Context: an optimization exercise on an open-source flow, tuned for small area. The choices shown serve that exercise and are no tape-out recipe.
In this exercise RTL edits were held to simulation tests only and were not proved equivalent to the original.
Power is estimated from default activity; no workload was simulated.

Setup of v6:
## alu_issue_stage
module alu_issue_stage #(
  parameter int N    = 32,
  parameter int NREG = 32,
  parameter int AW   = $clog2(NREG)
) (
  input  logic          clk,
  input  logic          rst,
  input  logic          cmd_valid,
  output logic          cmd_ready,
  input  logic [3:0]    cmd_op,
  input  logic [AW-1:0] cmd_rd,
  input  logic [AW-1:0] cmd_rs,
  input  logic [AW-1:0] cmd_rt,
  input  logic          ld_en,
  input  logic [AW-1:0] ld_addr,
  input  logic [N-1:0]  ld_data,
  output logic [N-1:0]  alu_X,
  output logic [N-1:0]  alu_Y,
  output logic [3:0]    alu_op,
  input  logic [N-1:0]  alu_Z,
  input  logic          alu_equal,
  input  logic          alu_overflow,
  input  logic          alu_zero,
  output logic          wb_valid,
  output logic [AW-1:0] wb_rd,
  output logic [N-1:0]  wb_data,
  output logic          flag_equal,
  output logic          flag_zero,
  output logic          flag_ovf,
  output logic          sticky_ovf,
  input  logic          flag_clr,
  output logic          bad_op,
  input  logic [AW-1:0] dbg_addr,
  output logic [N-1:0]  dbg_data,
  output logic [1:0]    dbg_state
);
  localparam logic [1:0] S_IDLE = 2'd0;
  localparam logic [1:0] S_EXEC = 2'd1;
  localparam logic [1:0] S_WB   = 2'd2;
  localparam logic [1:0] S_TRAP = 2'd3;
  logic [1:0]    state_q, state_d;
  logic          in_idle, in_wb;
  logic [N-1:0]  regs_q [NREG];    
  logic [N-1:0]  regs_d [NREG];
  logic [NREG-1:0] vld_q;          
  logic [N-1:0]  xz_q;             
  logic [AW-1:0] rt_q;             
  logic [3:0]    op_q;             
  ...
==> module alu_issue_stage, before the edit <==
module alu_issue_stage #(
  parameter int N    = 32,
  parameter int NREG = 32,
  parameter int AW   = $clog2(NREG)
) (
  input  logic          clk,
  input  logic          rst,
  input  logic          cmd_valid,
  output logic          cmd_ready,
  input  logic [3:0]    cmd_op,
  input  logic [AW-1:0] cmd_rd,
  input  logic [AW-1:0] cmd_rs,
  input  logic [AW-1:0] cmd_rt,
  input  logic          ld_en,
  input  logic [AW-1:0] ld_addr,
  input  logic [N-1:0]  ld_data,
  output logic [N-1:0]  alu_X,
  output logic [N-1:0]  alu_Y,
  output logic [3:0]    alu_op,
  input  logic [N-1:0]  alu_Z,
  input  logic          alu_equal,
  input  logic          alu_overflow,
  input  logic          alu_zero,
  output logic          wb_valid,
  output logic [AW-1:0] wb_rd,
  output logic [N-1:0]  wb_data,
  output logic          flag_equal,
  output logic          flag_zero,
  output logic          flag_ovf,
  output logic          sticky_ovf,
  input  logic          flag_clr,
  output logic          bad_op,
  input  logic [AW-1:0] dbg_addr,
  output logic [N-1:0]  dbg_data,
  output logic [1:0]    dbg_state
);
  localparam logic [1:0] S_IDLE = 2'd0;
  localparam logic [1:0] S_EXEC = 2'd1;
  localparam logic [1:0] S_WB   = 2'd2;
  localparam logic [1:0] S_TRAP = 2'd3;
  logic [1:0]    state_q, state_d;
  logic          in_idle, in_wb;
  logic [N-1:0]  regs_q [NREG];    
  logic [N-1:0]  regs_d [NREG];
  logic [NREG-1:0] vld_q;          
  logic [N-1:0]  xz_q;             
  logic [AW-1:0] rt_q;             
  logic [3:0]    op_q;             
  logic [AW-1:0] rd_q;             
  logic          eq_q, zero_q, ovf_q;
  logic          sticky_q;
  logic          op_reserved, op_arith;
  logic          accept;
  logic [AW-1:0] pa_addr;
  logic [NREG-1:0] pa_sel, pd_sel, pa_sel_n, pd_sel_n;
  logic [N-1:0]  pa_data, pd_data;
  logic          we;
  logic [AW-1:0] wa;
  logic [N-1:0]  wd, wd_n;
  logic [NREG-1:0] row_hit, row_we, row_nwe;
  assign in_idle = (state_q == S_IDLE);
  assign in_wb   = (state_q == S_WB);
  assign op_reserved = (op_q == 4'd4) || (op_q >= 4'd11);
  assign op_arith    = (op_q == 4'd5) || (op_q == 4'd6);
  assign cmd_ready = in_idle && !ld_en;
  assign accept    = cmd_ready && cmd_valid;
  always_comb begin
    state_d = state_q;
    case (state_q)
      S_IDLE: if (accept) state_d = S_EXEC;
      S_EXEC: state_d = S_WB;
      S_WB:   state_d = ovf_q ? S_TRAP : S_IDLE;
      S_TRAP: if (flag_clr) state_d = S_IDLE;
      default: state_d = S_IDLE;
    endcase
  end
  always_ff @(posedge clk or posedge rst) begin
    if (rst) begin
      state_q  <= S_IDLE;
      sticky_q <= 1'b0;
    end else begin
      state_q  <= state_d;
      if (flag_clr)            sticky_q <= 1'b0;
      else if (in_wb && ovf_q) sticky_q <= 1'b1;
    end
  end
  assign pa_addr = in_idle ? cmd_rs : rt_q;
  always_comb begin
    pa_sel_n = '1;
    pd_sel_n = '1;
    for (int i = 1; i < NREG; i++) begin
      pa_sel_n[i] = !((pa_addr == i) && vld_q[i]);
      pd_sel_n[i] = !((dbg_addr == i) && vld_q[i]);
    end
  end
  assign pa_sel[0] = 1'b0;
  assign pd_sel[0] = 1'b0;
  for (genvar i = 1; i < NREG; i++) begin : g_rsel
    ais_inv u_pa (.a(pa_sel_n[i]), .y(pa_sel[i]));
    ais_inv u_pd (.a(pd_sel_n[i]), .y(pd_sel[i]));
  end
  for (genvar b = 0; b < N; b++) begin : g_rd
    logic [NREG-1:0] col;
    for (genvar i = 0; i < NREG; i++) begin : g_col
      assign col[i] = regs_q[i][b];
    end
    ais_read31 u_pa (.sel(pa_sel[NREG-1:1]), .d(col[NREG-1:1]), .y(pa_data[b]));
    ais_read31 u_pd (.sel(pd_sel[NREG-1:1]), .d(col[NREG-1:1]), .y(pd_data[b]));
  end
  always_ff @(posedge clk) begin
    xz_q   <= in_idle ? pa_data : alu_Z;
    rt_q   <= cmd_rt;
    eq_q   <= alu_equal;
    zero_q <= alu_zero;
    ovf_q  <= alu_overflow && op_arith;
    if (in_idle) begin
      op_q <= cmd_op;
      rd_q <= cmd_rd;
    end
  end
  assign wa = in_idle ? ld_addr : rd_q;
  for (genvar b = 0; b < N; b++) begin : g_wd
    ais_mux2i u_m (.a(xz_q[b]), .b(ld_data[b]), .s(in_idle), .y(wd_n[b]));
    ais_inv   u_i (.a(wd_n[b]), .y(wd[b]));
  end
  assign we = in_idle ? ld_en : (in_wb && !op_reserved && !ovf_q);
  always_comb begin
    row_hit = '0;
    for (int i = 1; i < NREG; i++) row_hit[i] = we && (wa == i);
  end
  assign row_nwe[0] = 1'b1;
  assign row_we[0]  = 1'b0;
  for (genvar i = 1; i < NREG; i++) begin : g_wen
    ais_inv u_n (.a(row_hit[i]), .y(row_nwe[i]));
    ais_inv u_p (.a(row_nwe[i]), .y(row_we[i]));
  end
  always_ff @(posedge clk or posedge rst) begin
    if (rst) begin
      vld_q <= '0;
    end else begin
      for (int i = 1; i < NREG; i++)
        if (row_hit[i]) vld_q[i] <= 1'b1;
    end
  end
  assign regs_d[0] = '0;
  for (genvar i = 1; i < NREG; i++) begin : g_row
    for (genvar b = 0; b < N; b++) begin : g_bit
      ais_wsel u_w (.q(regs_q[i][b]), .d(wd[b]), .we(row_we[i]), .nwe(row_nwe[i]),
                    .y(regs_d[i][b]));
    end
  end
  always_ff @(posedge clk) begin
    for (int i = 1; i < NREG; i++) regs_q[i] <= regs_d[i];
  end
  always_comb begin
    alu_X      = xz_q;
    alu_Y      = pa_data;
    alu_op     = op_q;
    wb_valid   = in_wb;
    wb_rd      = rd_q;
    wb_data    = xz_q;
    flag_equal = eq_q && !op_reserved;
    flag_zero  = zero_q && !op_reserved;
    flag_ovf   = ovf_q;
    sticky_ovf = sticky_q;
    bad_op     = in_wb && op_reserved;
    dbg_data   = pd_data;
    dbg_state  = state_q;
  end
endmodule
clock: 8.0 ns
lec_check: 0
cap_margin: 10
core_margin: 2
core_utilization: 50
cts_buf_list: sky130_fd_sc_hd__clkbuf_8
cts_cluster_diameter: 60
cts_cluster_size: 16
place_density: 0.6
slew_margin: 10
synth_hierarchical: 1
standard.sh (not shown) runs the stock make flow with config.mk's settings and CLKGATE_MAP_FILE= SYNTH_SCRIPT=/design/flow/synth_recipe.tcl, a recipe that flattens the netlist after the stock synthesis.
==> flow/flow/run.sh <==
#!/bin/bash
# Standard ORFS layout with two changes: port buffers use the smallest
# buffer, and clock tree synthesis inserts no dummy loads.
set -euo pipefail
export BUFFER_PORTS_ARGS="-buffer_cell sky130_fd_sc_hd__buf_1"
export CTS_ARGS="-sink_clustering_enable -repair_clock_nets -dont_use_dummy_load -sink_clustering_size 16 -sink_clustering_max_diameter 60 -buf_list sky130_fd_sc_hd__clkbuf_8"
bash standard.sh > flow_make.log 2>&1
#### Input delta (v7 over v6)
-- flow/design.v --
<<< v6, line 53
  logic          accept;
  logic [AW-1:0] pa_addr;
  logic [NREG-1:0] pa_sel, pd_sel, pa_sel_n, pd_sel_n;
  logic [N-1:0]  pa_data, pd_data;
  logic          we;
  logic [AW-1:0] wa;
  logic [N-1:0]  wd, wd_n;
  logic [NREG-1:0] row_hit, row_we, row_nwe;
  assign in_idle = (state_q == S_IDLE);
  assign in_wb   = (state_q == S_WB);
>>> v7, line 53
  logic          accept;
  logic [AW-1:0] pa_addr;
  logic [NREG-1:0] pa_sel_n, pd_sel_n;
  logic [NREG-1:0] pa_sel [2], pd_sel [2];    
  logic [N-1:0]  pa_data, pd_data;
  logic          we;
  logic [AW-1:0] wa;
  logic [N-1:0]  wd_n;
  logic [N-1:0]  wd [2];                      
  logic [NREG-1:0] row_hit, row_hit_n;
  logic [NREG-1:0] row_we [2], row_nwe [2];   
  assign in_idle = (state_q == S_IDLE);
  assign in_wb   = (state_q == S_WB);
<<< v6, line 94
    end
  end
  assign pa_sel[0] = 1'b0;
  assign pd_sel[0] = 1'b0;
  for (genvar i = 1; i < NREG; i++) begin : g_rsel
    ais_inv u_pa (.a(pa_sel_n[i]), .y(pa_sel[i]));
    ais_inv u_pd (.a(pd_sel_n[i]), .y(pd_sel[i]));
  end
  for (genvar b = 0; b < N; b++) begin : g_rd
>>> v7, line 97
    end
  end
  for (genvar h = 0; h < 2; h++) begin : g_rsel
    assign pa_sel[h][0] = 1'b0;
    assign pd_sel[h][0] = 1'b0;
    for (genvar i = 1; i < NREG; i++) begin : g_row
      ais_inv u_pa (.a(pa_sel_n[i]), .y(pa_sel[h][i]));
      ais_inv u_pd (.a(pd_sel_n[i]), .y(pd_sel[h][i]));
    end
  end
  for (genvar b = 0; b < N; b++) begin : g_rd
<<< v6, line 105
      assign col[i] = regs_q[i][b];
    end
    ais_read31 u_pa (.sel(pa_sel[NREG-1:1]), .d(col[NREG-1:1]), .y(pa_data[b]));
    ais_read31 u_pd (.sel(pd_sel[NREG-1:1]), .d(col[NREG-1:1]), .y(pd_data[b]));
  end
  always_ff @(posedge clk) begin
>>> v7, line 110
      assign col[i] = regs_q[i][b];
    end
    ais_read31 u_pa (.sel(pa_sel[b/16][NREG-1:1]), .d(col[NREG-1:1]), .y(pa_data[b]));
    ais_read31 u_pd (.sel(pd_sel[b/16][NREG-1:1]), .d(col[NREG-1:1]), .y(pd_data[b]));
  end
  always_ff @(posedge clk) begin
<<< v6, line 122
  for (genvar b = 0; b < N; b++) begin : g_wd
    ais_mux2i u_m (.a(xz_q[b]), .b(ld_data[b]), .s(in_idle), .y(wd_n[b]));
    ais_inv   u_i (.a(wd_n[b]), .y(wd[b]));
  end
  assign we = in_idle ? ld_en : (in_wb && !op_reserved && !ovf_q);
>>> v7, line 127
  for (genvar b = 0; b < N; b++) begin : g_wd
    ais_mux2i u_m (.a(xz_q[b]), .b(ld_data[b]), .s(in_idle), .y(wd_n[b]));
    ais_inv   u_lo (.a(wd_n[b]), .y(wd[0][b]));
    ais_inv   u_hi (.a(wd_n[b]), .y(wd[1][b]));
  end
  assign we = in_idle ? ld_en : (in_wb && !op_reserved && !ovf_q);
<<< v6, line 129
    for (int i = 1; i < NREG; i++) row_hit[i] = we && (wa == i);
  end
  assign row_nwe[0] = 1'b1;
  assign row_we[0]  = 1'b0;
  for (genvar i = 1; i < NREG; i++) begin : g_wen
    ais_inv u_n (.a(row_hit[i]), .y(row_nwe[i]));
    ais_inv u_p (.a(row_nwe[i]), .y(row_we[i]));
  end
  always_ff @(posedge clk or posedge rst) begin
>>> v7, line 135
    for (int i = 1; i < NREG; i++) row_hit[i] = we && (wa == i);
  end
  assign row_hit_n[0] = 1'b1;
  for (genvar i = 1; i < NREG; i++) begin : g_hitn
    ais_inv u_x (.a(row_hit[i]), .y(row_hit_n[i]));
  end
  for (genvar h = 0; h < 2; h++) begin : g_wen
    assign row_nwe[h][0] = 1'b1;
    assign row_we[h][0]  = 1'b0;
    for (genvar i = 1; i < NREG; i++) begin : g_row
      ais_inv u_n (.a(row_hit[i]), .y(row_nwe[h][i]));
      ais_inv u_p (.a(row_hit_n[i]), .y(row_we[h][i]));
    end
  end
  always_ff @(posedge clk or posedge rst) begin
<<< v6, line 146
  for (genvar i = 1; i < NREG; i++) begin : g_row
    for (genvar b = 0; b < N; b++) begin : g_bit
      ais_wsel u_w (.q(regs_q[i][b]), .d(wd[b]), .we(row_we[i]), .nwe(row_nwe[i]),
                    .y(regs_d[i][b]));
    end
>>> v7, line 158
  for (genvar i = 1; i < NREG; i++) begin : g_row
    for (genvar b = 0; b < N; b++) begin : g_bit
      ais_wsel u_w (.q(regs_q[i][b]), .d(wd[i/16][b]), .we(row_we[b/16][i]), .nwe(row_nwe[b/16][i]),
                    .y(regs_d[i][b]));
    end
==> comparison <==
v7 vs. v6: vias after detailed routing went up by 797.
Pin count of the biggest net entering global routing was lower in the run labelled v6.
On first-pass GRT wire length, the lower figure sits with v6, not v7.
v7 vs v6 — total length of routed wires climbed by a few percent
Between v7 and v6, the clock power figures differ only marginally.
v7 vs v6 — tap cell count climbed by a few percent
v7 vs. v6: area after synthesis +about 1.7%; smallest setup slack after layout -0.57 ns.
Relative to v6, the cell count after synthesis measured on v7 has increased by a few percent.
Relative to v6, the net count after synthesis of v7 is higher by 5.0%.

## static timing again, ports no longer ideal
Ports are ideal in the flow. The routed layouts listed here were re-timed in OpenROAD. Step 1 sets driving cells, clkbuf_16 on the clock port and buf_2 on the other inputs (assumed; they add their load-dependent delay and slew). Step 2 moves the port delays by t, midway between the first and last clock arrival at a register: inputs arrive t later, outputs are due t later. That takes back most of the time a late clock gives input paths. a / b / c = no drivers / after step 1 / after step 2; a / b = the first two.
run | t (ns) | setup slack, ns | latest minus earliest clock arrival (ns) | slew at the worst register clock pin (ns) | worst data-port slew with drivers (ns)
v6 | 0.807 | 1.230 / 1.160 / 1.318 | 0.070 / 0.071 | 0.11 / 0.11 | 0.05
v7 | 0.807 | 0.658 / 0.581 / 1.388 | 0.069 / 0.068 | 0.11 / 0.11 | 0.16
After both steps setup and hold are still met in every run listed.
